This is an optimization exercise on Yosys and OpenROAD, whose aim is small area, not a production implementation. RTL that was checked went through simulation tests only; none was proved equivalent to the original. The RTL of runs 3 and 4 was laid out without a check of its function. No activity file was given, so power comes from the tool's default toggle rates.

$ cat flow/config.mk
export PLATFORM = sky130hd
export DESIGN_NAME = decode_stage
export DESIGN_NICKNAME = decode_stage
export VERILOG_FILES = /design/flow/design.v
export SDC_FILE = /design/flow/constraint.sdc
export NUM_CORES = 4
export LEC_CHECK = 0
export CAP_MARGIN = 20
export CORE_MARGIN = 2
export CORE_UTILIZATION = 30
export PLACE_DENSITY = 0.5
export SLEW_MARGIN = 20
export SYNTH_HIERARCHICAL = 1
$ cat flow/constraint.sdc
create_clock -name core_clock -period 7.0 [get_ports {clock}]
set_input_delay 1.4000 -clock core_clock [delete_from_list [all_inputs] [get_ports {clock}]]
set_output_delay 1.4000 -clock core_clock [all_outputs]
set_load 0.01 [all_outputs]
$ cat flow/design.v
package mips_isa_pkg;
    localparam int IMM_W       = 16;                 
    localparam int INDEX_W     = 26;                 
    localparam int PC_REGION_W = 32 - INDEX_W - 2;  
    typedef logic [32-1:0]       word_t;
    typedef logic [5-1:0] reg_addr_t;
    typedef logic [5:0]             opcode_t;
    typedef logic [5:0]             funct_t;
    typedef logic [4:0]             shamt_t;
    typedef logic [IMM_W-1:0]       imm16_t;
    typedef logic [INDEX_W-1:0]     index_t;
    typedef struct packed {
        opcode_t   opcode;
        reg_addr_t rs;
        reg_addr_t rt;
        reg_addr_t rd;
        shamt_t    shamt;
        funct_t    funct;
    } r_fmt_t;
    typedef struct packed {
        opcode_t   opcode;
        reg_addr_t rs;
        reg_addr_t rt;
        imm16_t    imm;
    } i_fmt_t;
    typedef struct packed {
        opcode_t opcode;
        index_t  index;
    } j_fmt_t;
    localparam opcode_t OPC_RTYPE = 6'b000000;
    localparam opcode_t OPC_J     = 6'b000010;
    localparam opcode_t OPC_JAL   = 6'b000011;
    localparam opcode_t OPC_BEQ   = 6'b000100;
    localparam opcode_t OPC_BNE   = 6'b000101;
    localparam opcode_t OPC_ADDI  = 6'b001000;
    localparam opcode_t OPC_ADDIU = 6'b001001;
    localparam opcode_t OPC_SLTI  = 6'b001010;
    localparam opcode_t OPC_SLTIU = 6'b001011;
    localparam opcode_t OPC_ANDI  = 6'b001100;
    localparam opcode_t OPC_ORI   = 6'b001101;
    localparam opcode_t OPC_XORI  = 6'b001110;
    localparam opcode_t OPC_LUI   = 6'b001111;
    localparam opcode_t OPC_LW    = 6'b100011;
    localparam opcode_t OPC_SW    = 6'b101011;
    localparam logic [3:0] FUNCT_SHIFT_GRP = 4'b0000;  
    localparam logic [2:0] FUNCT_JUMP_GRP  = 3'b001;   
endpackage
package decode_pkg;
    typedef logic [2:0] command_t;
    typedef logic [5:0] control_t;
    typedef logic [2:0] imm_kind_t;
    typedef logic [1:0] target_kind_t;
    typedef logic [1:0] dest_kind_t;
    localparam command_t CMD_NONE        = 3'd0;
    localparam command_t CMD_ALU         = 3'd1;
    localparam command_t CMD_JUMP_BRANCH = 3'd2;
    localparam command_t CMD_LOAD        = 3'd3;
    localparam command_t CMD_STORE       = 3'd7;
    localparam control_t CTRL_NONE = 6'b000000;
    localparam control_t CTRL_ADD  = 6'b100000;
    localparam control_t CTRL_AND  = 6'b100100;
    localparam control_t CTRL_OR   = 6'b100101;
    localparam control_t CTRL_XOR  = 6'b100110;
    localparam control_t CTRL_SLT  = 6'b101010;
    localparam control_t CTRL_LUI  = 6'b111111;
    localparam control_t CTRL_BEQ  = 6'd1;
    localparam control_t CTRL_BNE  = 6'd2;
    localparam control_t CTRL_J    = 6'd3;
    localparam control_t CTRL_JAL  = 6'd4;
    localparam imm_kind_t IMM_NONE    = 3'd0;
    localparam imm_kind_t IMM_SHAMT   = 3'd1;  
    localparam imm_kind_t IMM_SEXT16  = 3'd2;
    localparam imm_kind_t IMM_ZEXT16  = 3'd3;
    localparam imm_kind_t IMM_UPPER16 = 3'd4;  
    localparam imm_kind_t IMM_LINK    = 3'd5;  
    localparam target_kind_t TGT_NONE   = 2'd0;
    localparam target_kind_t TGT_NEXT   = 2'd1;
    localparam target_kind_t TGT_BRANCH = 2'd2;
    localparam target_kind_t TGT_JUMP   = 2'd3;
    localparam dest_kind_t DEST_NONE = 2'd0;
    localparam dest_kind_t DEST_RD   = 2'd1;
    localparam dest_kind_t DEST_RT   = 2'd2;
endpackage
import mips_isa_pkg::*;
module decode_stage_reg (
    input  logic                           clock,
    input  logic                           reset,
    input  logic                           clear,
    input  logic                           stall,
    input  logic [4*32-1:0] instructions,
    input  logic [4*32-1:0] pcs,
    output logic [4*32-1:0] slot_words,
    output logic [4*32-1:0] slot_pcs,
    output logic [4-1:0]       slot_branch
);
    localparam int W = 4 * 32;
    logic hold, load;
    assign hold = !reset && stall;
    assign load = !reset && !stall && !clear;
    logic [4-1:0] branch_in;
    for (genvar i = 0; i < 4; i++) begin : g_pre
        assign branch_in[i] = (instructions[i*32+27 +: 5] == 5'b00010);
    end
    logic [W-1:0]            words_next, pcs_next;
    logic [4-1:0] branch_next;
    for (genvar i = 0; i < W; i++) begin : g_next
        ao22 word_i (.a1(hold), .a2(slot_words[i]), .b1(load), .b2(instructions[i]), .x(words_next[i]));
        ao22 pc_i   (.a1(hold), .a2(slot_pcs[i]),   .b1(load), .b2(pcs[i]),          .x(pcs_next[i]));
    end
    for (genvar i = 0; i < 4; i++) begin : g_branch_next
        ao22 branch_i (.a1(hold), .a2(slot_branch[i]), .b1(load), .b2(branch_in[i]), .x(branch_next[i]));
    end
    always_ff @(posedge clock) begin
        slot_words  <= words_next;
        slot_pcs    <= pcs_next;
        slot_branch <= branch_next;
    end
endmodule
module ao22 (
    input  logic a1,
    input  logic a2,
    input  logic b1,
    input  logic b2,
    output logic x
);
    assign x = (a1 & a2) | (b1 & b2);
endmodule
module ao221 (
    input  logic a1,
    input  logic a2,
    input  logic b1,
    input  logic b2,
    input  logic c1,
    output logic x
);
    assign x = (a1 & a2) | (b1 & b2) | c1;
endmodule
module ao222 (
    input  logic a1,
    input  logic a2,
    input  logic b1,
    input  logic b2,
    input  logic c1,
    input  logic c2,
    output logic x
);
    assign x = (a1 & a2) | (b1 & b2) | (c1 & c2);
endmodule
module and2 (
    input  logic a,
    input  logic b,
    output logic x
);
    assign x = a & b;
endmodule
import mips_isa_pkg::*;
import decode_pkg::*;
module slot_decoder (
    input  mips_isa_pkg::word_t  word,
    input  logic                 is_branch,    
    output decode_pkg::command_t command,
    output decode_pkg::control_t control_signal,
    output logic                 sel_imm,
    output logic                 rs_used,      
    output logic                 rt_used,      
    output logic                 rd_from_rd,   
    output logic                 rd_from_rt,   
    output logic                 imm_shamt,    
    output logic                 imm_low,      
    output logic                 imm_upper,    
    output logic                 imm_sign,     
    output logic                 imm_link,     
    output logic                 tgt_sum,      
    output logic                 tgt_jump      
);
    logic [5:0] op;
    logic [5:0] funct;
    logic       is_rtype, is_ialu, is_mem, is_sw, is_jump, is_jal, is_lui, sext, jgrp;
    assign op    = word[31:26];
    assign funct = word[5:0];
    assign is_rtype = (op == 6'h00);
    assign is_ialu  = (op[5:3] == 3'b001);
    assign is_mem   = (op == 6'h23) || (op == 6'h2b);
    assign is_sw    = (op == 6'h2b);
    assign is_jump  = (op[5:1] == 5'b00001);
    assign is_jal   = (op == 6'h03);
    assign is_lui   = is_ialu && (op[2:0] == 3'b111);
    assign sext     = (is_ialu && !op[2] && !op[0]) || is_mem;
    assign jgrp     = (funct[5:3] == 3'b001);
    assign command[0] = (is_rtype && !jgrp) || is_ialu || is_mem;
    assign command[1] = (is_rtype && jgrp) || is_branch || is_jump || is_mem;
    assign command[2] = is_sw;
    always_comb begin
        control_signal = 6'd0;
        if (is_rtype) control_signal = funct;
        else if (is_ialu) begin
            case (op[2:0])
                3'b000, 3'b001: control_signal = CTRL_ADD;
                3'b010, 3'b011: control_signal = CTRL_SLT;
                3'b100:         control_signal = CTRL_AND;
                3'b101:         control_signal = CTRL_OR;
                3'b110:         control_signal = CTRL_XOR;
                default:        control_signal = CTRL_LUI;
            endcase
        end
        else if (is_branch) control_signal = op[0] ? CTRL_BNE : CTRL_BEQ;
        else if (is_jump)   control_signal = op[0] ? CTRL_JAL : CTRL_J;
    end
    assign sel_imm = (is_rtype && funct[5:2] == 4'b0000) || is_ialu || is_mem || is_jal;
    assign rs_used    = is_rtype || is_ialu || is_mem || is_branch;
    assign rt_used    = is_rtype || is_branch;
    assign rd_from_rd = is_rtype;
    assign rd_from_rt = is_ialu || is_mem;
    assign imm_shamt  = is_rtype;
    assign imm_low    = (is_ialu && !is_lui) || is_mem;
    assign imm_upper  = is_lui;
    assign imm_sign   = sext && word[15];
    assign imm_link   = is_jal;
    assign tgt_sum    = is_rtype || is_branch;
    assign tgt_jump   = is_jump;
endmodule
import mips_isa_pkg::*;
import decode_pkg::*;
module operand_former (
    input  mips_isa_pkg::word_t      word,
    input  mips_isa_pkg::word_t      pc,
    input  logic                     is_branch,
    input  logic                     rs_used,
    input  logic                     rt_used,
    input  logic                     rd_from_rd,
    input  logic                     rd_from_rt,
    input  logic                     imm_shamt,
    input  logic                     imm_low,
    input  logic                     imm_upper,
    input  logic                     imm_sign,
    input  logic                     imm_link,
    input  logic                     tgt_sum,
    input  logic                     tgt_jump,
    output mips_isa_pkg::reg_addr_t  rd,
    output mips_isa_pkg::reg_addr_t  rs,
    output mips_isa_pkg::reg_addr_t  rt,
    output mips_isa_pkg::word_t      imm,
    output mips_isa_pkg::word_t      target_pc
);
    mips_isa_pkg::word_t next_pc;
    pc_adder adder_i (
        .a         (pc[31:2]),
        .w         (word[15:0]),
        .is_branch (is_branch),
        .sum       (next_pc[31:2])
    );
    assign next_pc[1:0] = pc[1:0];
    for (genvar k = 0; k < 5; k++) begin : g_reg
        and2 rs_i (.a(rs_used), .b(word[21+k]), .x(rs[k]));
        and2 rt_i (.a(rt_used), .b(word[16+k]), .x(rt[k]));
        ao22 rd_i (.a1(rd_from_rd), .a2(word[11+k]), .b1(rd_from_rt), .b2(word[16+k]), .x(rd[k]));
    end
    for (genvar k = 0; k < 5; k++) begin : g_imm_shamt
        ao222 imm_i (.a1(imm_shamt), .a2(word[6+k]), .b1(imm_low), .b2(word[k]),
                     .c1(imm_link), .c2(next_pc[k]), .x(imm[k]));
    end
    for (genvar k = 5; k < 16; k++) begin : g_imm_low
        ao22 imm_i (.a1(imm_low), .a2(word[k]), .b1(imm_link), .b2(next_pc[k]), .x(imm[k]));
    end
    for (genvar k = 16; k < 32; k++) begin : g_imm_high
        ao221 imm_i (.a1(imm_upper), .a2(word[k-16]), .b1(imm_link), .b2(next_pc[k]),
                     .c1(imm_sign), .x(imm[k]));
    end
    for (genvar k = 0; k < 2; k++) begin : g_tgt_align
        and2 tgt_i (.a(tgt_sum), .b(pc[k]), .x(target_pc[k]));
    end
    for (genvar k = 2; k < 28; k++) begin : g_tgt_index
        ao22 tgt_i (.a1(tgt_sum), .a2(next_pc[k]), .b1(tgt_jump), .b2(word[k-2]), .x(target_pc[k]));
    end
    for (genvar k = 28; k < 32; k++) begin : g_tgt_region
        ao22 tgt_i (.a1(tgt_sum), .a2(next_pc[k]), .b1(tgt_jump), .b2(pc[k]), .x(target_pc[k]));
    end
endmodule
module pc_adder #(
    parameter int R = 4
) (
    input  logic [29:0] a,
    input  logic [15:0] w,
    input  logic        is_branch,
    output logic [29:0] sum
);
    localparam int N = 16 - R;
    logic [15:0] b;
    logic        sg;
    assign b  = is_branch ? w : 16'd0;
    assign sg = is_branch & w[15];
    logic [R:0] c;
    assign c[0] = 1'b1;
    for (genvar i = 0; i < R; i++) begin : g_ripple
        assign sum[i] = a[i] ^ b[i] ^ c[i];
        assign c[i+1] = (a[i] & b[i]) | (a[i] & c[i]) | (b[i] & c[i]);
    end
    logic [N-1:0] gg [0:4];
    logic [N-1:0] pp [0:4];
    logic [N-1:0] p;
    logic [16:R]  cin;  
    assign p     = a[15:R] ^ b[15:R];
    assign gg[0] = a[15:R] & b[15:R];
    assign pp[0] = p;
    for (genvar l = 0; l < 4; l++) begin : g_lvl
        for (genvar i = 0; i < N; i++) begin : g_node
            if ((i >> l) & 1) begin : g_join
                localparam int J = ((i >> l) << l) - 1;
                assign gg[l+1][i] = gg[l][i] | (pp[l][i] & gg[l][J]);
                assign pp[l+1][i] = pp[l][i] & pp[l][J];
            end else begin : g_pass
                assign gg[l+1][i] = gg[l][i];
                assign pp[l+1][i] = pp[l][i];
            end
        end
    end
    assign cin[R] = c[R];
    for (genvar i = 0; i < N; i++) begin : g_sum
        assign cin[R+i+1] = gg[4][i] | (pp[4][i] & c[R]);
        assign sum[R+i]   = p[i] ^ cin[R+i];
    end
    logic [30:16] all1, all0;  
    logic         up, down;
    assign all1[16] = 1'b1;
    assign all0[16] = 1'b1;
    assign up   = cin[16] & !sg;
    assign down = !cin[16] & sg;
    for (genvar i = 16; i < 30; i++) begin : g_high
        assign all1[i+1] = all1[i] & a[i];
        assign all0[i+1] = all0[i] & !a[i];
        assign sum[i]    = a[i] ^ ((up & all1[i]) | (down & all0[i]));
    end
endmodule
import mips_isa_pkg::*;
import decode_pkg::*;
module decode_stage (
    input  logic                                 clock,
    input  logic                                 reset,
    input  logic                                 clear,
    input  logic                                 stall,
    input  logic [4*32-1:0]       instructions,
    input  logic [4*32-1:0]       pcs,
    output logic [4*5-1:0] rd,
    output logic [4*5-1:0] rs,
    output logic [4*5-1:0] rt,
    output logic [4*3-1:0]           command,
    output logic [4*6-1:0]           control_signal,
    output logic [4-1:0]             sel_imm,
    output logic [4*32-1:0]       imm,
    output logic [4*32-1:0]       target_pc,
    output logic [4*32-1:0]       out_pcs
);
    logic [4*32-1:0] slot_words;
    logic [4*32-1:0] slot_pcs;
    logic [4-1:0]       slot_branch;
    decode_stage_reg stage_reg_i (
        .clock        (clock),
        .reset        (reset),
        .clear        (clear),
        .stall        (stall),
        .instructions (instructions),
        .pcs          (pcs),
        .slot_words   (slot_words),
        .slot_pcs     (slot_pcs),
        .slot_branch  (slot_branch)
    );
    for (genvar i = 0; i < 4; i++) begin : g_slot
        logic rs_used, rt_used, rd_from_rd, rd_from_rt;
        logic imm_shamt, imm_low, imm_upper, imm_sign, imm_link, tgt_sum, tgt_jump;
        slot_decoder decoder_i (
            .word           (slot_words[i*32 +: 32]),
            .is_branch      (slot_branch[i]),
            .command        (command[i*3 +: 3]),
            .control_signal (control_signal[i*6 +: 6]),
            .sel_imm        (sel_imm[i]),
            .rs_used        (rs_used),
            .rt_used        (rt_used),
            .rd_from_rd     (rd_from_rd),
            .rd_from_rt     (rd_from_rt),
            .imm_shamt      (imm_shamt),
            .imm_low        (imm_low),
            .imm_upper      (imm_upper),
            .imm_sign       (imm_sign),
            .imm_link       (imm_link),
            .tgt_sum        (tgt_sum),
            .tgt_jump       (tgt_jump)
        );
        operand_former former_i (
            .word       (slot_words[i*32 +: 32]),
            .pc         (slot_pcs[i*32 +: 32]),
            .is_branch  (slot_branch[i]),
            .rs_used    (rs_used),
            .rt_used    (rt_used),
            .rd_from_rd (rd_from_rd),
            .rd_from_rt (rd_from_rt),
            .imm_shamt  (imm_shamt),
            .imm_low    (imm_low),
            .imm_upper  (imm_upper),
            .imm_sign   (imm_sign),
            .imm_link   (imm_link),
            .tgt_sum    (tgt_sum),
            .tgt_jump   (tgt_jump),
            .rd         (rd[i*5 +: 5]),
            .rs         (rs[i*5 +: 5]),
            .rt         (rt[i*5 +: 5]),
            .imm        (imm[i*32 +: 32]),
            .target_pc  (target_pc[i*32 +: 32])
        );
        assign out_pcs[i*32 +: 32] = slot_pcs[i*32 +: 32];
    end
endmodule
$ cat flow/flow/run.sh
#!/bin/bash
# Standard layout, with the smallest buffer on every port and a clock tree of small buffers.
set -euo pipefail
bash standard.sh 'BUFFER_PORTS_ARGS=-buffer_cell sky130_fd_sc_hd__buf_1' \
  'CTS_ARGS=-sink_clustering_enable -repair_clock_nets -dont_use_dummy_load -buf_list sky130_fd_sc_hd__clkbuf_8' \
  finish > make_finish.log 2>&1
$ cat flow/standard.sh
#!/bin/bash
# synth_recipe.tcl (not shown) runs the flow's synth.tcl, then flattens the netlist and writes it again
# the make line also repeats each setting of config.mk as NAME=value (left out here)
make -C /OpenROAD-flow-scripts/flow DESIGN_CONFIG=/design/flow/config.mk WORK_HOME=/design/flow/orfs CLKGATE_MAP_FILE= SYNTH_SCRIPT=/design/flow/synth_recipe.tcl "${@:-finish}"
==> impl_results.md, run 1 <==
- Fin Setup TNS: 0 ns
- Worst-path clk slew: ~0.050 ns
- Global-route wire length before repair: about 110000 um
- Crit path DAT: ~5.4 ns
- Worst IR Drop VDD: just over 0.1 mV
- LEAKAGE: about 8.4 nW
- Share of cells above drive strength 1: 0.0889
- Cts bufs inserted: 52
- Met2 WL post-DR: roughly 38000 um
- Design Area, Final: ~21000 um^2
- Seq pwr share: 0.467
- HPWL Detailed: between 60000 and 70000 um
- Final Non-Filler Cells: roughly 3200
- Top Metal Used: met5
- Synth Warn #: 11
- Critical path capture point type: output port
- Drc violations: 0
- Via count: 18400
- Syn avg cell area: between 9 and 10 um^2
- Final hold vios: 0
- Placed Area: approximately 20000 um^2
- Ports: roughly 740
- Reg2reg path depth: 3
- Clk Tree Root Cell: clkbuf_8
- Startpoint types: register
- Syn nets: 1986
- Max clock buf depth: 3
- Most frequent cells in the layout: 738 x buf_1, 444 x a22o_1, 253 x dfxtp_1
- Setup CP Type: reg2out
- Filler Cells Inserted: roughly 5500
- PD cells: 170 nW/um^2
- GPL Wtd Cong: 0.916
- CTS Hold Bufs: 0
- Starting density of the core: 0.303
- Layout area overhead: 31.2%
- # clock sinks: 260
- CORE AREA: 52600 um^2
- CTS H-tree lvls: 2
- I/O Buffers: 743
- Metal-1 WL: 32100 um
- Synth unique cells: 56
- Area of the multi-input gates: approximately 11000 um^2
- Reg2reg end: stage_reg_i.slot_branch[1]
- Gr ovfl total: 0
- Reg area: around 5200 um^2
- MaxCap Viol Count: 0
- Chip Width: between 200 and 250 um
- Pin count of the biggest net entering global routing: 167
- Number of synthesized flops with an enable pin: 0
- WP data required: 5.60 ns
- Worst skew pair latency: between 0.6 and 0.7 ns
- R2R Setup Slk: around 6 ns
- Most used DFF post-synth: dfxtp_1
- Total track usage: 0.267
- Clock Skew: 0 ns
- Synth Register Bits: 260
- Met3 WL post-DR: between 6000 and 7000 um
- Initial antenna violation count: 13
- Net Switching: approximately 1.1 mW
- Vias in the first global route: roughly 17000
- Max FO, Critical Path: 4
- Router iterations before antenna repair: 9
- Post-synthesis cell area: around 16000 um^2
- Worst Hold End: stage_reg_i.slot_words[118]
- HP Start: stage_reg_i.slot_words[118]
- Drt via density: approximately 5.8
- Layout net count: around 2800
- Post-route ant nets: 0
- Rel. slew slack: 0.270
- Dpl cells: between 3000 and 4000
- WL per Instance: between 20 and 30 um
- Slew @ Worst Pin: approximately 1.1 ns
- Chip Height: around 230 um
- Setup violators final: 0
- Power share of the clock group: 0.364
- First DRT Iteration DRCs: around 1500
- Final wirelength: approximately 80000 um
- FP Rows: 84
- Die ar.: between 50000 and 60000 um^2
- Final Max Slew Viols: 0
- Net Sw Frac: 0.322
- Total Power: 3.55 mW
- Max frequency: roughly 0.15 GHz
- Hold crit path type: reg2reg
- Worst r2r src: stage_reg_i.slot_branch[1]
- Synth Instances: ~1600
- Seq/Total Area, Yosys: 0.327
- Post-route clock period utilization: 0.973
- Worst hold path stage count: 1
- Int Power: 2.41 mW
- RSZ-0062 raised after global routing: true
- Combinational Power Share: 0.169
- Minimum clock period: slightly below 7 ns
- Async set-reset flop share out of synthesis: 0
- TritonCTS clock tree: done
- Status: finished clean
- Dpl ws: between 0.4 and 0.5 ns
- Commonest non-fill, non-tap cell in the layout: buf_1
- Setup WS post-layout: roughly 0.19 ns
-- Yosys stat by module (local to each module, per instance), a selection --
module | cells | area, um^2
and2 | 1 | 6.26
pc_adder | 145 | 1070
decode_stage_reg | 270 | 5290
ao221 | 1 | 10.0
ao22 | 1 | 8.76
ao222 | 2 | 13.8
slot_decoder | 50 | 318
-- registers in the layout (all words and copies together) (netlist names) --
register / flops
stage_reg_i.slot_pcs: 128
stage_reg_i.slot_branch: 4
stage_reg_i.slot_words: 128
-- area by class of cell --
type	count	area share
Sequential cell	260	0.250
Timing Repair Buffer	793	0.153
Antenna cell	12	0.00144
Multi-Input combinational cell	1270	0.505
Inverter	88	0.0158
Tap cell	688	0.0412
Clock buffer	52	0.0342
-- critical path, stage by stage, from the launching register on --
cell and delay (ns):
dfxtp_4 0.36, nand2_4 0.06, ha_4 0.12, inv_2 0.03, fa_2 0.34, inv_2 0.07
fa_2 0.22, fa_2 0.22, nor2b_2 0.06, o2111ai_2 0.23, a32o_2 0.23, o21ai_2 0.06
or2_4 0.29, a21oi_4 0.14, ha_2 0.19, or4b_4 0.50, nor4_4 0.24, nor3b_4 0.30
nand3b_4 0.13, o31ai_4 0.37, xor2_2 0.14, a221o_1 0.36, buf_2 0.16
-- cell families after synthesis --
logic type / share of synthesized area
compound gates: 0.362
xor+xnor: 0.0440
fa+ha+maj: 0.0703
buf+inv: 0.0320
flops: 0.327
mux: 0.0129
simple gates: 0.152
-- per-layer routing --
metal	track usage	vias to the layer above
met5	0	-
met2	0.435	946
met4	0.111	10
met3	0.0613	183
met1	0.338	9028
li1	-	8191
-- Yosys cell counts, types with 28 or more instances --
library cell | number | area share
and2_1 | 104 | 0.041
a21oi_1 | 40 | 0.013
a221o_1 | 64 | 0.040
nand2_1 | 56 | 0.013
nor2_1 | 84 | 0.020
inv_1 | 88 | 0.021
ha_1 | 64 | 0.050
dfxtp_1 | 260 | 0.33
o21ai_0 | 32 | 0.010
a22o_1 | 444 | 0.24
xor2_1 | 28 | 0.015
xnor2_1 | 52 | 0.029
-- metrics by stage --
| step | hold slack, ns | util |
|---|---|---|
| floorplan | 0.447 | - |
| global placement | 0.482 | 0.374 |
| detailed placement | 0.490 | 0.374 |
| CTS | 0.502 | 0.389 |
| global route | 0.525 | 0.398 |
| finish | 0.507 | 0.398 |
-- how the worst max path moves through the flow --
| stage | from | end | cells past startpoint |
|---|---|---|---|
| global placement | stage_reg_i.slot_branch[1] | imm[63] | 22 |
| detailed placement | stage_reg_i.slot_branch[1] | imm[63] | 22 |
| floorplan | stall | stage_reg_i.slot_branch[0] | 2 |
| CTS | stage_reg_i.slot_branch[1] | imm[63] | 22 |
| global route | stage_reg_i.slot_branch[1] | imm[63] | 22 |
| finish | stage_reg_i.slot_branch[1] | imm[63] | 22 |
-- power groups by stage --
stage	clock [mW]	combinational (mW)	sequential, mW
after floorplan	0	0.327	1.64
after global placement	0	0.585	1.68
after detailed placement	0	0.586	1.68
after CTS	1.33	0.590	1.65
after global routing	1.38	0.640	1.66
final	1.29	0.601	1.66
-- what timing repair did --
item / 4_1_cts / 5_1_grt
buffers inserted: 0 / 23
hold endpoints to repair: 0 / 0
setup endpoints to repair: 14 / 49
pin swaps: 0 / 37
resized for setup: 6 / 77
==> run 2: changes to the inputs <==
==> flow/flow/run.sh (replaced) <==
#!/bin/bash
# Standard layout, with the smallest buffer on every port and a clock tree of few, large clusters.
set -euo pipefail
bash standard.sh 'BUFFER_PORTS_ARGS=-buffer_cell sky130_fd_sc_hd__buf_1' \
  'CTS_ARGS=-sink_clustering_enable -repair_clock_nets -dont_use_dummy_load -buf_list sky130_fd_sc_hd__clkbuf_16 -sink_clustering_size 24 -sink_clustering_max_diameter 120' \
  finish > make_finish.log 2>&1
==> impl_results.md, run 2 <==
- WP data required: around 5.6 ns
- Synth top area cells: dfxtp_1 33%, a22o_1 24%, ha_1 5.0%, and2_1 4.1%, a221o_1 4.0%
- Post-synthesis adder-cell area fraction: 0.0703
- Net Switching: roughly 1.0 mW
- Syn avg cell area: 9.69 um^2
- GPL Wtd Cong: 0.916
- Post-synthesis cell area: approximately 16000 um^2
- Drc violations: 0
- Minimum clock period: about 6.8 ns
- Net Sw Frac: 0.328
- Commonest non-fill, non-tap cell in the layout: buf_1
- Final Util: 0.388
- Number of synthesized flops with an enable pin: 0
- Chip Height: 235 um
- Worst Setup EP: imm[63]
- PD cells: 156 nW/um^2
- Multiplexer share of the synthesized area: 0.0129
- Max FO, Critical Path: 4
- Synth unique cells: between 50 and 60
- Worst skew pair latency: roughly 0.51 ns
- Layout net count: 2757
- Die ar.: roughly 55000 um^2
- FP Rows: 84
- TritonCTS clock tree: done
- Post-Synth Simple-Gate Area: 0.152
- Share of cells above drive strength 1: 0.0634
- Placed Area: between 15000 and 20000 um^2
- Async set-reset flop share out of synthesis: 0
- Largest family of logic cells by synthesized area: compound AO/OA/AOI/OAI gates
- RSZ-0062 raised after global routing: true
- Router iterations before antenna repair: 6
- Synth cell count leaders: 444 x a22o_1, 260 x dfxtp_1, 104 x and2_1, 88 x inv_1, 84 x nor2_1
- Startpoint types: register
- Most used DFF post-synth: dfxtp_1
- Cts bufs inserted: 15
- Final wirelength: between 70000 and 80000 um
- # clock sinks: 260
- Post-route ant nets: 0
- Drt via density: slightly below 6
- Setup CP Type: reg2out
- Gr ovfl total: 0
- Worst IR Drop VDD: between 0.1 and 0.15 mV
- Post-synth top area cell: dfxtp_1
- LEAKAGE: about 8.1 nW
- HPWL Detailed: 60100 um
- Setup violators final: 0
- Status: finished clean
- Int Power: 2.14 mW
- I/O Buffers: 743
- CP startpoint: stage_reg_i.slot_branch[1]
- Reg2reg end: stage_reg_i.slot_branch[1]
- Global-route wire length before repair: about 110000 um
- Biggest regs: stage_reg_i.slot_pcs: 128 flops, stage_reg_i.slot_words: 128 flops, stage_reg_i.slot_branch: 4 flops
- Combinational Power Share: 0.188
- Count leader, synth: a22o_1
- Design Area, Final: 20400 um^2
- Worst r2r src: stage_reg_i.slot_branch[1]
- Syn nets: about 2000
- CTS H-tree lvls: 1
- Final hold vios: 0
- CORE AREA: around 53000 um^2
- Top cell type's share of synthesized area: 0.327
- Synth Instances: ~1600
- Pin count of the biggest net entering global routing: ~170
- Via count: ~18000
- Final Non-Filler Cells: a little over 3000
- Rel. slew slack: 0.284
- Crit path DAT: 5.35 ns
- MaxCap Viol Count: 0
- Slew @ Worst Pin: between 1 and 1.5 ns
- Most frequent cells in the layout: 738 x buf_1, 444 x a22o_1, 255 x dfxtp_1
- Filler Cells Inserted: between 5000 and 6000
- Seq pwr share: 0.518
- Dpl cells: about 3100
- Post-route clock period utilization: 0.965
- Synth Area in XOR/XNOR: 0.0440
- Reg2reg path depth: 3
- Synth Register Bits: 260
- Critical path capture point type: output port
- Seq/Total Area, Yosys: 0.327
- Vias in the first global route: ~17000
- Starting density of the core: 0.303
- Final Max Slew Viols: 0
- Fin Setup TNS: 0 ns
- Ports: about 740
- First DRT Iteration DRCs: roughly 1700
- Clock Skew: 0 ns
- Total track usage: 0.264
- Worst-path clk slew: roughly 0.10 ns
- Initial antenna violation count: 12
- Max frequency: ~0.15 GHz
- Power share of the clock group: 0.294
- Chip Width: 235 um
- Clk Tree Root Cell: clkbuf_16
- Layout area overhead: 27.9%
- R2R Setup Slk: between 5 and 6 ns
- Total Power: ~3.2 mW
- WL per Instance: 25.4 um
- Compound-Gate Fraction of Synth Area: 0.362
- CTS Hold Bufs: 0
- Hold crit path type: reg2reg
- Synth Warn #: 11
- Max clock buf depth: 3
-- run 2: cell counts after synthesis --
No cell type changed its count.
-- run 2: worst min path at each step --
stage                           startpoint  depth (start not counted)  slack, ns                          end
6_report       stage_reg_i.slot_words[120]                          1       0.52  stage_reg_i.slot_words[120]
5_1_grt         stage_reg_i.slot_words[22]                          1       0.53   stage_reg_i.slot_words[22]
4_1_cts        stage_reg_i.slot_words[118]                          1       0.52  stage_reg_i.slot_words[118]
3_5_place_dp   stage_reg_i.slot_words[118]                          1       0.49  stage_reg_i.slot_words[118]
3_3_place_gp    stage_reg_i.slot_words[56]                          1       0.48   stage_reg_i.slot_words[56]
2_1_floorplan  stage_reg_i.slot_words[123]                          1       0.45  stage_reg_i.slot_words[123]
-- run 2: power by group through the flow --
stage	combinational [mW]	sequential, mW	clock [mW]
CTS	0.589	1.65	0.972
global placement	0.585	1.68	0
global route	0.637	1.66	1.01
detailed placement	0.586	1.68	0
finish	0.598	1.65	0.936
floorplan	0.327	1.64	0
-- run 2: cell type report --
class                      instances  area, um^2  share of cell area
tap                              688         861              0.0422
timing repair buffer             782        3110               0.153
multi-input combinational       1270       10500               0.514
antenna                            9        22.5             0.00110
inverter                          88         330              0.0162
sequential                       260        5220               0.256
clock buffer                      15         375              0.0184
-- run 2: metal layers --
metal  share of wire  up-vias  GRT usage
li1                -     8087          -
met1            0.40     8891      0.338
met2            0.48      935      0.439
met3           0.083      146     0.0534
met4           0.036       10     0.0908
met5         0.00081        -          0
-- run 2: through the flow --
step	hold slack, ns	setup WS [ns]
3_5_place_dp	0.490	0.495
2_1_floorplan	0.447	0.0719
6_report	0.518	0.248
4_1_cts	0.516	0.0771
5_1_grt	0.533	-0.0336
3_3_place_gp	0.482	0.573
-- run 2: critical path, cell delays in order (launching register included) --
cell       delay, ns
dfxtp_4         0.36
nand2_1         0.06
ha_1            0.14
inv_1           0.05
fa_2            0.33
inv_2           0.07
fa_2            0.22
fa_2            0.21
nor2b_1         0.07
o2111ai_2       0.24
a32o_2          0.22
o21ai_1         0.09
or2_4           0.30
a21oi_4         0.14
ha_2            0.19
or4b_4          0.50
nor4_4          0.24
nor3b_4         0.29
nand3b_4        0.13
o31ai_4         0.36
xor2_2          0.13
a221o_1         0.35
buf_2           0.15
-- run 2: cell families (layout without fill, tap and decap cells) --
family,Yosys count,count (layout)
adders and majority gates,80,80
and+or+nand+nor,406,406
DFF,260,260
other,0,9
muxes,20,20
xor gates and xnor gates,80,80
buffers and inverters,116,885
AOI/OAI and AO/OA,684,684
-- run 2: what timing repair did --
action                                 CTS  global route
endpoints found under the hold margin    0             0
setup endpoints to repair                4            42
pin swaps                                0            22
gates cloned                             0             0
resized for setup                        3            55
setup buffers                            0            12
-- run 2: per-module statistics from Yosys (local to each module, per instance), a selection --
module	copies in the design	cells	area, um^2	flops+latches
ao222	20	2	13.8	0
and2	48	1	6.26	0
ao22	444	1	8.76	0
decode_stage_reg	1	270	5290	260
slot_decoder	4	50	318	0
ao221	64	1	10.0	0
==> run 3: changes to the inputs <==
--- a/flow/design.v
+++ b/flow/design.v
@@ -153,6 +153,75 @@
 );
     assign x = a & b;
 endmodule
+module or2 (
+    input  logic a,
+    input  logic b,
+    output logic x
+);
+    assign x = a | b;
+endmodule
+module xor2 (
+    input  logic a,
+    input  logic b,
+    output logic x
+);
+    assign x = a ^ b;
+endmodule
+module xnor2 (
+    input  logic a,
+    input  logic b,
+    output logic x
+);
+    assign x = !(a ^ b);
+endmodule
+module nand2 (
+    input  logic a,
+    input  logic b,
+    output logic y
+);
+    assign y = !(a & b);
+endmodule
+module nand2b (
+    input  logic a_n,
+    input  logic b,
+    output logic y
+);
+    assign y = a_n | !b;
+endmodule
+module nor2 (
+    input  logic a,
+    input  logic b,
+    output logic y
+);
+    assign y = !(a | b);
+endmodule
+module ao21 (
+    input  logic a1,
+    input  logic a2,
+    input  logic b1,
+    output logic x
+);
+    assign x = (a1 & a2) | b1;
+endmodule
+module ha (
+    input  logic a,
+    input  logic b,
+    output logic s,
+    output logic co
+);
+    assign s  = a ^ b;
+    assign co = a & b;
+endmodule
+module fa (
+    input  logic a,
+    input  logic b,
+    input  logic c,
+    output logic s,
+    output logic co
+);
+    assign s  = a ^ b ^ c;
+    assign co = (a & b) | (a & c) | (b & c);
+endmodule
 import mips_isa_pkg::*;
 import decode_pkg::*;
 module slot_decoder (
@@ -276,59 +345,59 @@
         ao22 tgt_i (.a1(tgt_sum), .a2(next_pc[k]), .b1(tgt_jump), .b2(pc[k]), .x(target_pc[k]));
     end
 endmodule
-module pc_adder #(
-    parameter int R = 4
-) (
+module pc_adder (
     input  logic [29:0] a,
     input  logic [15:0] w,
     input  logic        is_branch,
     output logic [29:0] sum
 );
-    localparam int N = 16 - R;
-    logic [15:0] b;
-    logic        sg;
-    assign b  = is_branch ? w : 16'd0;
-    assign sg = is_branch & w[15];
-    logic [R:0] c;
-    assign c[0] = 1'b1;
-    for (genvar i = 0; i < R; i++) begin : g_ripple
-        assign sum[i] = a[i] ^ b[i] ^ c[i];
-        assign c[i+1] = (a[i] & b[i]) | (a[i] & c[i]) | (b[i] & c[i]);
-    end
-    logic [N-1:0] gg [0:4];
-    logic [N-1:0] pp [0:4];
-    logic [N-1:0] p;
-    logic [16:R]  cin;  
-    assign p     = a[15:R] ^ b[15:R];
-    assign gg[0] = a[15:R] & b[15:R];
-    assign pp[0] = p;
-    for (genvar l = 0; l < 4; l++) begin : g_lvl
-        for (genvar i = 0; i < N; i++) begin : g_node
-            if ((i >> l) & 1) begin : g_join
-                localparam int J = ((i >> l) << l) - 1;
-                assign gg[l+1][i] = gg[l][i] | (pp[l][i] & gg[l][J]);
-                assign pp[l+1][i] = pp[l][i] & pp[l][J];
-            end else begin : g_pass
-                assign gg[l+1][i] = gg[l][i];
-                assign pp[l+1][i] = pp[l][i];
-            end
+    logic [15:0] b;   
+    logic [16:0] c;   
+    logic [15:0] t;   
+    logic [16:0] k;   
+    logic [16:0] ones;  
+    logic [15:0] n;   
+    for (genvar i = 0; i < 16; i++) begin : g_gate
+        and2 b_i (.a(is_branch), .b(w[i]), .x(b[i]));
+    end
+    xnor2 s0_i (.a(a[0]), .b(b[0]), .x(sum[0]));
+    or2   c1_i (.a(a[0]), .b(b[0]), .x(c[1]));
+    for (genvar i = 1; i < 6; i++) begin : g_ripple
+        fa fa_i (.a(a[i]), .b(b[i]), .c(c[i]), .s(sum[i]), .co(c[i+1]));
+    end
+    for (genvar blk = 0; blk < 2; blk++) begin : g_blk
+        localparam int S = 6 + 5 * blk;
+        ha ha_i (.a(a[S]), .b(b[S]), .s(t[S]), .co(k[S+1]));
+        xor2 s_i (.a(t[S]), .b(c[S]), .x(sum[S]));
+        assign ones[S+1] = t[S];
+        for (genvar i = S + 1; i < S + 5; i++) begin : g_bit
+            fa    fa_i   (.a(a[i]), .b(b[i]), .c(k[i]), .s(t[i]), .co(k[i+1]));
+            and2  ones_i (.a(ones[i]), .b(t[i]), .x(ones[i+1]));
+            nand2 n_i    (.a(c[S]), .b(ones[i]), .y(n[i]));
+            xnor2 s_i    (.a(t[i]), .b(n[i]), .x(sum[i]));
         end
+        ao21 c_i (.a1(ones[S+5]), .a2(c[S]), .b1(k[S+5]), .x(c[S+5]));
     end
-    assign cin[R] = c[R];
-    for (genvar i = 0; i < N; i++) begin : g_sum
-        assign cin[R+i+1] = gg[4][i] | (pp[4][i] & c[R]);
-        assign sum[R+i]   = p[i] ^ cin[R+i];
-    end
-    logic [30:16] all1, all0;  
-    logic         up, down;
-    assign all1[16] = 1'b1;
-    assign all0[16] = 1'b1;
-    assign up   = cin[16] & !sg;
-    assign down = !cin[16] & sg;
-    for (genvar i = 16; i < 30; i++) begin : g_high
-        assign all1[i+1] = all1[i] & a[i];
-        assign all0[i+1] = all0[i] & !a[i];
-        assign sum[i]    = a[i] ^ ((up & all1[i]) | (down & all0[i]));
+    logic         nsg, up, ndown, x16;
+    logic [29:17] all1;   
+    logic [29:17] any1;   
+    logic [29:17] dn;     
+    logic [29:17] flip;
+    nand2  nsg_i   (.a(is_branch), .b(w[15]), .y(nsg));
+    and2   up_i    (.a(c[16]), .b(nsg), .x(up));
+    nand2b ndown_i (.a_n(c[16]), .b(b[15]), .y(ndown));
+    xor2   x16_i   (.a(c[16]), .b(b[15]), .x(x16));
+    xor2   s16_i   (.a(a[16]), .b(x16), .x(sum[16]));
+    assign all1[17] = a[16];
+    assign any1[17] = a[16];
+    for (genvar i = 18; i < 30; i++) begin : g_chain
+        and2 all1_i (.a(all1[i-1]), .b(a[i-1]), .x(all1[i]));
+        or2  any1_i (.a(any1[i-1]), .b(a[i-1]), .x(any1[i]));
+    end
+    for (genvar i = 17; i < 30; i++) begin : g_high
+        nor2 dn_i   (.a(ndown), .b(any1[i]), .y(dn[i]));
+        ao21 flip_i (.a1(up), .a2(all1[i]), .b1(dn[i]), .x(flip[i]));
+        xor2 sum_i  (.a(a[i]), .b(flip[i]), .x(sum[i]));
     end
 endmodule
 import mips_isa_pkg::*;
==> impl_results.md, run 3 <==
- Status: finished clean
- I/O Buffers: about 740
- Most frequent cells in the layout: 743 x buf_1, 444 x a22o_1, 260 x dfxtp_1
- Chip Width: 233 um
- Dpl cells: just over 3000
- Power share of the clock group: 0.292
- Clock Skew: 0 ns
- Minimum clock period: 6.76 ns
- Die ar.: approximately 54000 um^2
- Synth Instances: about 1600
- Synth cell count leaders: 444 x a22o_1, 260 x dfxtp_1, 204 x and2_1, 80 x nor2_1, 72 x a21o_1
- Startpoint types: register
- Max FO, Critical Path: 13
- First DRT Iteration DRCs: between 1500 and 2000
- Net Sw Frac: 0.325
- Critical path capture point type: output port
- Router iterations before antenna repair: 10
- GPL Wtd Cong: between 0.9 and 1
- Final Util: 0.383
- Met3 GRT Util: 0.0526
- Worst IR Drop VDD: ~0.12 mV
- Post-route ant nets: 0
- Post-synth top area cell: dfxtp_1
- Cts bufs inserted: 15
- Clk Tree Root Cell: clkbuf_16
- Max clock buf depth: 3
- WL per Instance: ~25 um
- Final hold vios: 0
- Worst-path clk slew: approximately 0.11 ns
- Syn nets: roughly 1900
- Pin count of the biggest net entering global routing: between 150 and 200
- Layout area overhead: 26.8%
- Share of cells above drive strength 1: 0.0311
- Net Switching: 1.03 mW
- Synth Register Bits: 260
- Starting density of the core: 0.302
- Ports: 744
- Most used DFF post-synth: dfxtp_1
- TritonCTS clock tree: done
- LEAKAGE: just under 9 nW
- Commonest non-fill, non-tap cell in the layout: buf_1
- Vias in the first global route: 16400
- Total track usage: 0.261
- Crit path DAT: approximately 5.4 ns
- Worst skew pair latency: approximately 0.49 ns
- # clock sinks: 260
- Met1 GRT Util: 0.327
- Rel. slew slack: 0.315
- Filler Cells Inserted: between 5000 and 6000
- Setup CP Type: reg2out
- WP data required: around 5.6 ns
- Seq/Total Area, Yosys: 0.330
- CORE AREA: approximately 52000 um^2
- Chip Height: ~230 um
- CTS Hold Bufs: 0
- Number of synthesized flops with an enable pin: 0
- GR peak layer: met2
- Fin Setup TNS: 0 ns
- Synth Warn #: 8
- FP Rows: 84
- Initial antenna violation count: 14
- Via count: 17400
- PD cells: approximately 160 nW/um^2
- Synth top area cells: dfxtp_1 33%, a22o_1 25%, and2_1 8.1%, fa_1 6.6%, a221o_1 4.1%
- Drc violations: 0
- Synth unique cells: 42
- Final Max Slew Viols: 0
- Async set-reset flop share out of synthesis: 0
- Final wirelength: around 76000 um
- Biggest regs: stage_reg_i.slot_pcs: 128 flops, stage_reg_i.slot_words: 128 flops, stage_reg_i.slot_branch: 4 flops
- Slew @ Worst Pin: ~1.0 ns
- Global-route wire length before repair: 108000 um
- CTS H-tree lvls: 1
- Drt via density: between 5 and 6
- RSZ-0062 raised after global routing: false
- Layout net count: between 2000 and 3000
- Seq pwr share: 0.517
- Post-synthesis cell area: 15800 um^2
- Syn avg cell area: between 9 and 10 um^2
- Combinational Power Share: 0.191
- Hold crit path type: reg2reg
- MaxCap Viol Count: 0
- Setup violators final: 0
- Met2 track demand over resource: 0.433
- Top cell type's share of synthesized area: 0.330
- Int Power: 2.15 mW
- HPWL Detailed: 58000 um
- Max frequency: between 0.1 and 0.15 GHz
- Gr ovfl total: 0
- Post-route clock period utilization: 0.966
- Final Non-Filler Cells: just over 3000
- Count leader, synth: a22o_1
-- run 3: final cells by class --
class                   instances  area, um^2  share of cell area
diodes                         10        25.0             0.00125
clock buffers                  15         375              0.0188
inverters                      32         120             0.00600
multi-input cells            1270       10400               0.518
flip-flops and latches        260        5200               0.260
well taps                     688         861              0.0430
repair buffers                772        3050               0.153
-- run 3: power groups by stage --
stage / logic [mW] / registers [mW] / clock network [mW]
final: 0.609 / 1.65 / 0.930
after floorplan: 0.342 / 1.64 / 0
after global placement: 0.595 / 1.68 / 0
after detailed placement: 0.596 / 1.68 / 0
after global routing: 0.653 / 1.66 / 1.01
after CTS: 0.599 / 1.65 / 0.964
-- run 3: worst paths after layout --
path                                            startpoint                         end  slack (ns)  cells after the start
worst min-delay path            stage_reg_i.slot_words[25]  stage_reg_i.slot_words[25]        0.52                      1
worst max-delay path            stage_reg_i.slot_words[96]              target_pc[121]        0.24                     15
worst max register to register  stage_reg_i.slot_words[79]  stage_reg_i.slot_words[79]        6.10                      1
worst min register to register  stage_reg_i.slot_words[25]  stage_reg_i.slot_words[25]        0.52                      1
-- run 3: modules after synthesis (local to each module, per instance), a selection --
module	flops+latches	times used
nand2	0	36
xor2	0	68
slot_decoder	0	4
fa	0	52
decode_stage_reg	260	1
ao22	0	444
ao21	0	60
-- run 3: timing repair --
action                                  CTS  global route
endpoints found under the setup margin    0             4
buffers inserted                          0             0
gates resized for setup                   0             2
-- run 3: per-stage QoR --
stage | total power [mW] | worst slack (ns) | area (um^2) | hold slack, ns
after global routing | 3.32 | 0.0117 | 20000 | 0.553
after CTS | 3.21 | 0.188 | 19900 | 0.524
final | 3.19 | 0.239 | 20000 | 0.523
after global placement | 2.28 | 0.843 | 19600 | 0.486
after detailed placement | 2.28 | 0.772 | 19600 | 0.497
after floorplan | 1.98 | 0.0719 | 15800 | 0.447
-- run 3: routing by layer --
metal / vias up / share of wire / routed length, um
li1: 7723 / - / -
met1: 8528 / 0.40 / 30100
met2: 952 / 0.48 / 36200
met3: 157 / 0.086 / 6590
met4: 4 / 0.042 / 3210
met5: - / 0.00030 / 23
-- run 3: cell families (layout without fill, tap and decap cells) --
family | after synthesis | in the layout | share of synthesized area
DFF | 260 | 260 | 0.330
AOI/OAI and AO/OA | 640 | 640 | 0.353
other | 0 | 10 | 0
buffers and inverters | 52 | 819 | 0.0152
xor gates and xnor gates | 104 | 104 | 0.0577
adders and majority gates | 60 | 60 | 0.0723
and+or+nand+nor | 458 | 458 | 0.166
muxes | 8 | 8 | 0.00539
-- run 3: critical path, cell delays in order (launching register included) --
cell and delay [ns]:
dfxtp_1 0.37, and2_1 0.18, or2_1 0.25, fa_1 0.39, fa_1 0.40, fa_1 0.40
fa_1 0.39, fa_1 0.50, a21o_1 0.29, a21o_1 0.21, and2_1 0.32, a21o_1 0.25
xor2_1 0.19, buf_4 0.18, a22o_1 0.34, buf_1 0.19
==> run 4: changes to the inputs <==
--- a/flow/design.v
+++ b/flow/design.v
@@ -90,30 +90,20 @@
     input  logic [4*32-1:0] instructions,
     input  logic [4*32-1:0] pcs,
     output logic [4*32-1:0] slot_words,
-    output logic [4*32-1:0] slot_pcs,
-    output logic [4-1:0]       slot_branch
+    output logic [4*32-1:0] slot_pcs
 );
     localparam int W = 4 * 32;
     logic hold, load;
     assign hold = !reset && stall;
     assign load = !reset && !stall && !clear;
-    logic [4-1:0] branch_in;
-    for (genvar i = 0; i < 4; i++) begin : g_pre
-        assign branch_in[i] = (instructions[i*32+27 +: 5] == 5'b00010);
-    end
-    logic [W-1:0]            words_next, pcs_next;
-    logic [4-1:0] branch_next;
+    logic [W-1:0] words_next, pcs_next;
     for (genvar i = 0; i < W; i++) begin : g_next
         ao22 word_i (.a1(hold), .a2(slot_words[i]), .b1(load), .b2(instructions[i]), .x(words_next[i]));
         ao22 pc_i   (.a1(hold), .a2(slot_pcs[i]),   .b1(load), .b2(pcs[i]),          .x(pcs_next[i]));
     end
-    for (genvar i = 0; i < 4; i++) begin : g_branch_next
-        ao22 branch_i (.a1(hold), .a2(slot_branch[i]), .b1(load), .b2(branch_in[i]), .x(branch_next[i]));
-    end
     always_ff @(posedge clock) begin
-        slot_words  <= words_next;
-        slot_pcs    <= pcs_next;
-        slot_branch <= branch_next;
+        slot_words <= words_next;
+        slot_pcs   <= pcs_next;
     end
 endmodule
 module ao22 (
@@ -226,10 +216,10 @@
 import decode_pkg::*;
 module slot_decoder (
     input  mips_isa_pkg::word_t  word,
-    input  logic                 is_branch,    
     output decode_pkg::command_t command,
     output decode_pkg::control_t control_signal,
     output logic                 sel_imm,
+    output logic                 is_branch,    
     output logic                 rs_used,      
     output logic                 rt_used,      
     output logic                 rd_from_rd,   
@@ -243,51 +233,136 @@
     output logic                 tgt_jump      
 );
     logic [5:0] op;
-    logic [5:0] funct;
-    logic       is_rtype, is_ialu, is_mem, is_sw, is_jump, is_jal, is_lui, sext, jgrp;
-    assign op    = word[31:26];
-    assign funct = word[5:0];
-    assign is_rtype = (op == 6'h00);
-    assign is_ialu  = (op[5:3] == 3'b001);
-    assign is_mem   = (op == 6'h23) || (op == 6'h2b);
-    assign is_sw    = (op == 6'h2b);
-    assign is_jump  = (op[5:1] == 5'b00001);
-    assign is_jal   = (op == 6'h03);
-    assign is_lui   = is_ialu && (op[2:0] == 3'b111);
-    assign sext     = (is_ialu && !op[2] && !op[0]) || is_mem;
-    assign jgrp     = (funct[5:3] == 3'b001);
-    assign command[0] = (is_rtype && !jgrp) || is_ialu || is_mem;
-    assign command[1] = (is_rtype && jgrp) || is_branch || is_jump || is_mem;
+    logic [5:0] f;
+    assign op = word[31:26];
+    assign f  = word[5:0];
+    logic n54, op_lo, n3lo, is_rtype, is_ialu, o32, is_jump, is_jal, n42, is_mem, is_sw;
+    logic nlui, is_lui, n31, rtype_or_branch, ialu_or_mem;
+    nor2  n54_i   (.a(op[5]), .b(op[4]), .y(n54));                        
+    or3   oplo_i  (.a(op[2]), .b(op[1]), .c(op[0]), .x(op_lo));           
+    nor2  n3lo_i  (.a(op[3]), .b(op_lo), .y(n3lo));                       
+    and2  rtype_i (.a(n54), .b(n3lo), .x(is_rtype));                      
+    and2  ialu_i  (.a(n54), .b(op[3]), .x(is_ialu));                      
+    or2   o32_i   (.a(op[3]), .b(op[2]), .x(o32));
+    and3b jump_i  (.a_n(o32), .b(n54), .c(op[1]), .x(is_jump));           
+    and2  jal_i   (.a(is_jump), .b(op[0]), .x(is_jal));                   
+    nor2  n42_i   (.a(op[4]), .b(op[2]), .y(n42));
+    and4  mem_i   (.a(op[5]), .b(n42), .c(op[1]), .d(op[0]), .x(is_mem));  
+    and2  sw_i    (.a(is_mem), .b(op[3]), .x(is_sw));                     
+    nand3 nlui_i  (.a(op[2]), .b(op[1]), .c(op[0]), .y(nlui));
+    and4  lui_i   (.a(is_ialu), .b(op[2]), .c(op[1]), .d(op[0]), .x(is_lui));
+    nor2  n31_i   (.a(op[3]), .b(op[1]), .y(n31));
+    and3  br_i    (.a(n54), .b(op[2]), .c(n31), .x(is_branch));           
+    or2   rb_i    (.a(is_rtype), .b(is_branch), .x(rtype_or_branch));
+    or2   im_i    (.a(is_ialu), .b(is_mem), .x(ialu_or_mem));
+    logic nf54, nf32, jgrp, shgrp, rjump, nrd;
+    nor2  nf54_i  (.a(f[5]), .b(f[4]), .y(nf54));
+    nor2  nf32_i  (.a(f[3]), .b(f[2]), .y(nf32));
+    and2  jgrp_i  (.a(nf54), .b(f[3]), .x(jgrp));                         
+    and2  shgrp_i (.a(nf54), .b(nf32), .x(shgrp));                        
+    and2  rjump_i (.a(is_rtype), .b(jgrp), .x(rjump));
+    nor2  nrd_i   (.a(is_rtype), .b(ialu_or_mem), .y(nrd));
+    nor2  cmd0_i  (.a(nrd), .b(rjump), .y(command[0]));
+    or4   cmd1_i  (.a(rjump), .b(is_branch), .c(is_jump), .d(is_mem), .x(command[1]));
     assign command[2] = is_sw;
-    always_comb begin
-        control_signal = 6'd0;
-        if (is_rtype) control_signal = funct;
-        else if (is_ialu) begin
-            case (op[2:0])
-                3'b000, 3'b001: control_signal = CTRL_ADD;
-                3'b010, 3'b011: control_signal = CTRL_SLT;
-                3'b100:         control_signal = CTRL_AND;
-                3'b101:         control_signal = CTRL_OR;
-                3'b110:         control_signal = CTRL_XOR;
-                default:        control_signal = CTRL_LUI;
-            endcase
-        end
-        else if (is_branch) control_signal = op[0] ? CTRL_BNE : CTRL_BEQ;
-        else if (is_jump)   control_signal = op[0] ? CTRL_JAL : CTRL_J;
-    end
-    assign sel_imm = (is_rtype && funct[5:2] == 4'b0000) || is_ialu || is_mem || is_jal;
-    assign rs_used    = is_rtype || is_ialu || is_mem || is_branch;
-    assign rt_used    = is_rtype || is_branch;
+    logic ctl3_i_term, nbj, beq_or_j, ctl0_i_term, nop0_13, j_only, bne_or_j;
+    ao21  ctl5_i  (.a1(is_rtype), .a2(f[5]), .b1(is_ialu), .x(control_signal[5]));
+    ao21  ctl4_i  (.a1(is_rtype), .a2(f[4]), .b1(is_lui), .x(control_signal[4]));
+    and3b ctl3t_i (.a_n(op[2]), .b(is_ialu), .c(op[1]), .x(ctl3_i_term));  
+    ao211 ctl3_i  (.a1(is_rtype), .a2(f[3]), .b1(ctl3_i_term), .c1(is_lui), .x(control_signal[3]));
+    ao221 ctl2_i  (.a1(is_rtype), .a2(f[2]), .b1(is_ialu), .b2(op[2]), .c1(is_jal), .x(control_signal[2]));
+    nor2  nop0_i  (.a(op[0]), .b(o32), .y(nop0_13));                      
+    and3  jonly_i (.a(n54), .b(op[1]), .c(nop0_13), .x(j_only));          
+    ao21  bnej_i  (.a1(is_branch), .a2(op[0]), .b1(j_only), .x(bne_or_j));
+    ao221 ctl1_i  (.a1(is_rtype), .a2(f[1]), .b1(is_ialu), .b2(op[1]), .c1(bne_or_j), .x(control_signal[1]));
+    nor2  nbj_i   (.a(is_branch), .b(is_jump), .y(nbj));
+    nor2  beqj_i  (.a(op[0]), .b(nbj), .y(beq_or_j));                     
+    and3  ctl0t_i (.a(is_ialu), .b(op[2]), .c(op[0]), .x(ctl0_i_term));   
+    ao211 ctl0_i  (.a1(is_rtype), .a2(f[0]), .b1(ctl0_i_term), .c1(beq_or_j), .x(control_signal[0]));
+    ao211 sel_i   (.a1(is_rtype), .a2(shgrp), .b1(ialu_or_mem), .c1(is_jal), .x(sel_imm));
+    logic n20;
+    or2   rs_i    (.a(rtype_or_branch), .b(ialu_or_mem), .x(rs_used));
+    assign rt_used    = rtype_or_branch;
     assign rd_from_rd = is_rtype;
-    assign rd_from_rt = is_ialu || is_mem;
+    assign rd_from_rt = ialu_or_mem;
     assign imm_shamt  = is_rtype;
-    assign imm_low    = (is_ialu && !is_lui) || is_mem;
+    ao21  low_i   (.a1(is_ialu), .a2(nlui), .b1(is_mem), .x(imm_low));
     assign imm_upper  = is_lui;
-    assign imm_sign   = sext && word[15];
+    nor2  n20_i   (.a(op[2]), .b(op[0]), .y(n20));                        
+    ao32  sign_i  (.a1(is_ialu), .a2(n20), .a3(word[15]), .b1(is_mem), .b2(word[15]), .x(imm_sign));
     assign imm_link   = is_jal;
-    assign tgt_sum    = is_rtype || is_branch;
+    assign tgt_sum    = rtype_or_branch;
     assign tgt_jump   = is_jump;
 endmodule
+module and3b (
+    input  logic a_n,
+    input  logic b,
+    input  logic c,
+    output logic x
+);
+    assign x = !a_n & b & c;
+endmodule
+module and3 (
+    input  logic a,
+    input  logic b,
+    input  logic c,
+    output logic x
+);
+    assign x = a & b & c;
+endmodule
+module and4 (
+    input  logic a,
+    input  logic b,
+    input  logic c,
+    input  logic d,
+    output logic x
+);
+    assign x = a & b & c & d;
+endmodule
+module or3 (
+    input  logic a,
+    input  logic b,
+    input  logic c,
+    output logic x
+);
+    assign x = a | b | c;
+endmodule
+module or4 (
+    input  logic a,
+    input  logic b,
+    input  logic c,
+    input  logic d,
+    output logic x
+);
+    assign x = a | b | c | d;
+endmodule
+module nand3 (
+    input  logic a,
+    input  logic b,
+    input  logic c,
+    output logic y
+);
+    assign y = !(a & b & c);
+endmodule
+module ao211 (
+    input  logic a1,
+    input  logic a2,
+    input  logic b1,
+    input  logic c1,
+    output logic x
+);
+    assign x = (a1 & a2) | b1 | c1;
+endmodule
+module ao32 (
+    input  logic a1,
+    input  logic a2,
+    input  logic a3,
+    input  logic b1,
+    input  logic b2,
+    output logic x
+);
+    assign x = (a1 & a2 & a3) | (b1 & b2);
+endmodule
 import mips_isa_pkg::*;
 import decode_pkg::*;
 module operand_former (
@@ -421,7 +496,6 @@
 );
     logic [4*32-1:0] slot_words;
     logic [4*32-1:0] slot_pcs;
-    logic [4-1:0]       slot_branch;
     decode_stage_reg stage_reg_i (
         .clock        (clock),
         .reset        (reset),
@@ -430,15 +504,14 @@
         .instructions (instructions),
         .pcs          (pcs),
         .slot_words   (slot_words),
-        .slot_pcs     (slot_pcs),
-        .slot_branch  (slot_branch)
+        .slot_pcs     (slot_pcs)
     );
     for (genvar i = 0; i < 4; i++) begin : g_slot
-        logic rs_used, rt_used, rd_from_rd, rd_from_rt;
+        logic is_branch, rs_used, rt_used, rd_from_rd, rd_from_rt;
         logic imm_shamt, imm_low, imm_upper, imm_sign, imm_link, tgt_sum, tgt_jump;
         slot_decoder decoder_i (
             .word           (slot_words[i*32 +: 32]),
-            .is_branch      (slot_branch[i]),
+            .is_branch      (is_branch),
             .command        (command[i*3 +: 3]),
             .control_signal (control_signal[i*6 +: 6]),
             .sel_imm        (sel_imm[i]),
@@ -457,7 +530,7 @@
         operand_former former_i (
             .word       (slot_words[i*32 +: 32]),
             .pc         (slot_pcs[i*32 +: 32]),
-            .is_branch  (slot_branch[i]),
+            .is_branch  (is_branch),
             .rs_used    (rs_used),
             .rt_used    (rt_used),
             .rd_from_rd (rd_from_rd),
==> impl_results.md, run 4 <==
- Status: finished clean
- Startpoint types: register
- Final Max Slew Viols: 0
- Synth Instances: approximately 1600
- Rel. slew slack: 0.305
- Power share of the clock group: 0.282
- Top cell type's share of synthesized area: 0.331
- Most frequent cells in the layout: 742 x buf_1, 440 x a22o_1, 249 x dfxtp_1
- FP Rows: 83
- Filler Cells Inserted: 5480
- Most repeated library cell on the critical path: fa_1
- Chip Width: around 230 um
- Drt via density: approximately 5.6
- Critical path capture point type: output port
- CTS Hold Bufs: 0
- Placed Area: approximately 19000 um^2
- RSZ-0062 raised after global routing: false
- Max frequency: roughly 0.15 GHz
- Global-route wire length before repair: between 100000 and 150000 um
- Ports: 744
- Synth Warn #: 7
- Seq/Total Area, Yosys: 0.331
- Slew @ Worst Pin: around 1.0 ns
- WP buf/inv: 1
- Most used DFF post-synth: dfxtp_1
- CORE AREA: roughly 51000 um^2
- Vias in the first global route: between 15000 and 20000
- Fin Setup TNS: 0 ns
- Router iterations before antenna repair: 7
- Share of cells above drive strength 1: 0.0361
- Syn avg cell area: between 10 and 15 um^2
- Design Area, Final: between 15000 and 20000 um^2
- Initial antenna violation count: 18
- Synth Register Bits: about 260
- Post-route clock period utilization: 0.970
- CP max stage delay: ~0.45 ns
- Number of synthesized flops with an enable pin: 0
- WL per Instance: about 25 um
- Starting density of the core: 0.303
- First DRT Iteration DRCs: around 1300
- Max clock buf depth: 3
- Max FO, Critical Path: 13
- Crit path DAT: around 5.4 ns
- Total track usage: 0.264
- Final Util: 0.388
- HPWL Detailed: 57300 um
- Via count: between 15000 and 20000
- Worst r2r src: stage_reg_i.slot_words[111]
- PD cells: between 150 and 200 nW/um^2
- Dpl ws: approximately 0.34 ns
- Net Sw Frac: 0.326
- Int Power: roughly 2.1 mW
- CP startpoint: stage_reg_i.slot_words[127]
- CP max-delay cell: fa_2
- Synth unique cells: 26
- Worst hold path stage count: 1
- Count leader, synth: a22o_1
- WP depth: 16
- Clock Skew: 0 ns
- Setup CP Type: reg2out
- Chip Height: between 200 and 250 um
- Net Switching: about 1.0 mW
- Reg2reg end: stage_reg_i.slot_words[111]
- Final Non-Filler Cells: about 3000
- Cts bufs inserted: 14
- Minimum clock period: 6.79 ns
- Dpl cells: ~3000
- CTS H-tree lvls: 1
- Setup violators final: 0
- Post-synthesis cell area: between 15000 and 20000 um^2
- Hold crit path type: reg2reg
- Layout net count: about 2600
- LEAKAGE: roughly 9 nW
- Commonest non-fill, non-tap cell in the layout: buf_1
- Seq pwr share: 0.514
- # clock sinks: approximately 260
- Post-synth top area cell: dfxtp_1
- I/O Buffers: between 700 and 800
- Reg area: just over 5000 um^2
- Reg2reg path depth: 1
- Gr ovfl total: 0
- Async set-reset flop share out of synthesis: 0
- Final wirelength: between 70000 and 80000 um
- Syn nets: between 1500 and 2000
- Final hold vios: 0
- Drc violations: 0
- GPL Wtd Cong: around 0.95
- Synth top area cells: dfxtp_1 33%, a22o_1 25%, and2_1 9.0%, fa_1 6.7%, a221o_1 4.6%
- Area of the multi-input gates: between 10000 and 15000 um^2
- Crit path max-delay family: adder cells
- Pin count of the biggest net entering global routing: ~130
- Post-route ant nets: 0
- TritonCTS clock tree: done
- Layout area overhead: 28.3%
- Clk Tree Root Cell: clkbuf_16
- Worst-path cell chain: nor2_1 -> and3_2 -> and2_1 -> or2_1 -> fa_1 -> fa_1 -> fa_1 -> fa_1 -> fa_2 -> a21o_1 -> a21o_1 -> and2_2 -> a21o_1 -> xor2_1 -> a221o_1 -> buf_1
- Die ar.: between 50000 and 60000 um^2
- Worst Setup EP: imm[122]
- Setup WS post-layout: 0.210 ns
- Worst skew pair latency: approximately 0.52 ns
- Combinational Power Share: 0.203
- R2R Setup Slk: just over 6 ns
- MaxCap Viol Count: 0
- Synth cell count leaders: 440 x a22o_1, 256 x dfxtp_1, 224 x and2_1, 100 x nor2_1, 76 x a21o_1
- WP data required: about 5.6 ns
- Worst-path clk slew: 0.11 ns
- Biggest regs: stage_reg_i.slot_pcs: 128 flops, stage_reg_i.slot_words: 128 flops
- Worst IR Drop VDD: approximately 0.18 mV
run 4: logic make-up (layout without fill, tap and decap cells):
logic type,Yosys count,after routing,share of synthesized area
adder cells (fa/ha/maj),60,60,0.0736
other,0,14,0
XOR/XNOR,104,104,0.0588
AND/OR/NAND/NOR,474,474,0.172
buffers and inverters,32,806,0.0107
flip-flops,256,256,0.331
AO/OA/AOI/OAI,624,624,0.354
run 4: timing repair:
item	in CTS	in global routing
setup endpoints to repair	75	104
resized for setup	14	33
pin swaps	0	2
setup buffers	0	2
endpoints found under the hold margin	0	0
run 4: area by class of cell:
type / instances / share of cell area
Timing Repair Buffer: 772 / 0.153
Multi-Input combinational cell: 1262 / 0.523
Sequential cell: 256 / 0.259
Antenna cell: 14 / 0.00176
Tap cell: 680 / 0.0428
Clock buffer: 14 / 0.0176
Inverter: 20 / 0.00378
run 4: modules after synthesis (local to each module, per instance), excerpt:
module | area, um^2 | cells inside
and4 | 8.76 | 1
ao21 | 7.51 | 1
ao211 | 8.76 | 1
ao22 | 8.76 | 1
ao222 | 13.8 | 2
ao32 | 10.0 | 1
decode_stage_reg | 5140 | 258
fa | 20.0 | 1
nand2b | 6.26 | 1
xnor2 | 8.76 | 1
xor2 | 8.76 | 1
run 4: stage by stage:
step	total power [mW]	hold slack, ns
after CTS	3.17	0.519
after global routing	3.28	0.543
after detailed placement	2.28	0.487
after floorplan	1.97	0.465
final	3.14	0.520
after global placement	2.27	0.482
run 4: per-layer routing:
layer / vias up / share of wire / routed length [um] / GRT usage
met2: 774 / 0.49 / 36800 / 0.448
met4: 14 / 0.034 / 2550 / 0.0907
li1: 7603 / - / - / -
met1: 8424 / 0.41 / 30600 / 0.331
met5: - / 0.0013 / 100 / 0
met3: 140 / 0.070 / 5290 / 0.0533
run 4: worst min-delay path by stage:
stage / startpoint / slack [ns] / endpoint
2_1_floorplan: stage_reg_i.slot_words[117] / 0.46 / stage_reg_i.slot_words[117]
3_3_place_gp: stage_reg_i.slot_words[55] / 0.48 / stage_reg_i.slot_words[55]
3_5_place_dp: stage_reg_i.slot_words[55] / 0.49 / stage_reg_i.slot_words[55]
4_1_cts: stage_reg_i.slot_words[55] / 0.52 / stage_reg_i.slot_words[55]
5_1_grt: stage_reg_i.slot_words[63] / 0.54 / stage_reg_i.slot_words[63]
6_report: stage_reg_i.slot_words[95] / 0.52 / stage_reg_i.slot_words[95]
run 4: power by group through the flow:
| stage | Clock [mW] | Sequential [mW] | Combinational, mW |
|---|---|---|---|
| floorplan | 0 | 1.62 | 0.354 |
| global placement | 0 | 1.65 | 0.627 |
| detailed placement | 0 | 1.65 | 0.629 |
| CTS | 0.919 | 1.61 | 0.633 |
| global route | 0.964 | 1.63 | 0.686 |
| finish | 0.886 | 1.61 | 0.639 |

## re-timing with driven ports
Ports are ideal in the flow. The routed layouts listed here were re-timed in OpenROAD. Step 1 sets driving cells, clkbuf_16 on the clock port and buf_2 on the other inputs (assumed; they add their load-dependent delay and slew). Step 2, shift: input delay + t, output delay - t, t = (earliest + latest rising clock arrival at the registers) / 2. This alone moves slack from input paths to output paths. a / b / c = ideal / step 1 / step 2; a / b = the first two.
| run | t, ns | setup WS [ns] | worst setup path at the end | slew at the worst register clock pin (ns) | cell pins on the clock port's net |
|---|---|---|---|---|---|
| run 1 | 0.665 | 0.186 / 0.125 / 0.789 | register to output | 0.06 / 0.06 | 1 |
| run 2 | 0.582 | 0.248 / 0.184 / 0.766 | register to output | 0.11 / 0.11 | 1 |
| run 3 | 0.569 | 0.239 / 0.183 / 0.751 | register to output | 0.11 / 0.11 | 1 |
| run 4 | 0.559 | 0.210 / 0.158 / 0.717 | register to output | 0.11 / 0.11 | 1 |
After both steps every run listed still meets setup and hold.
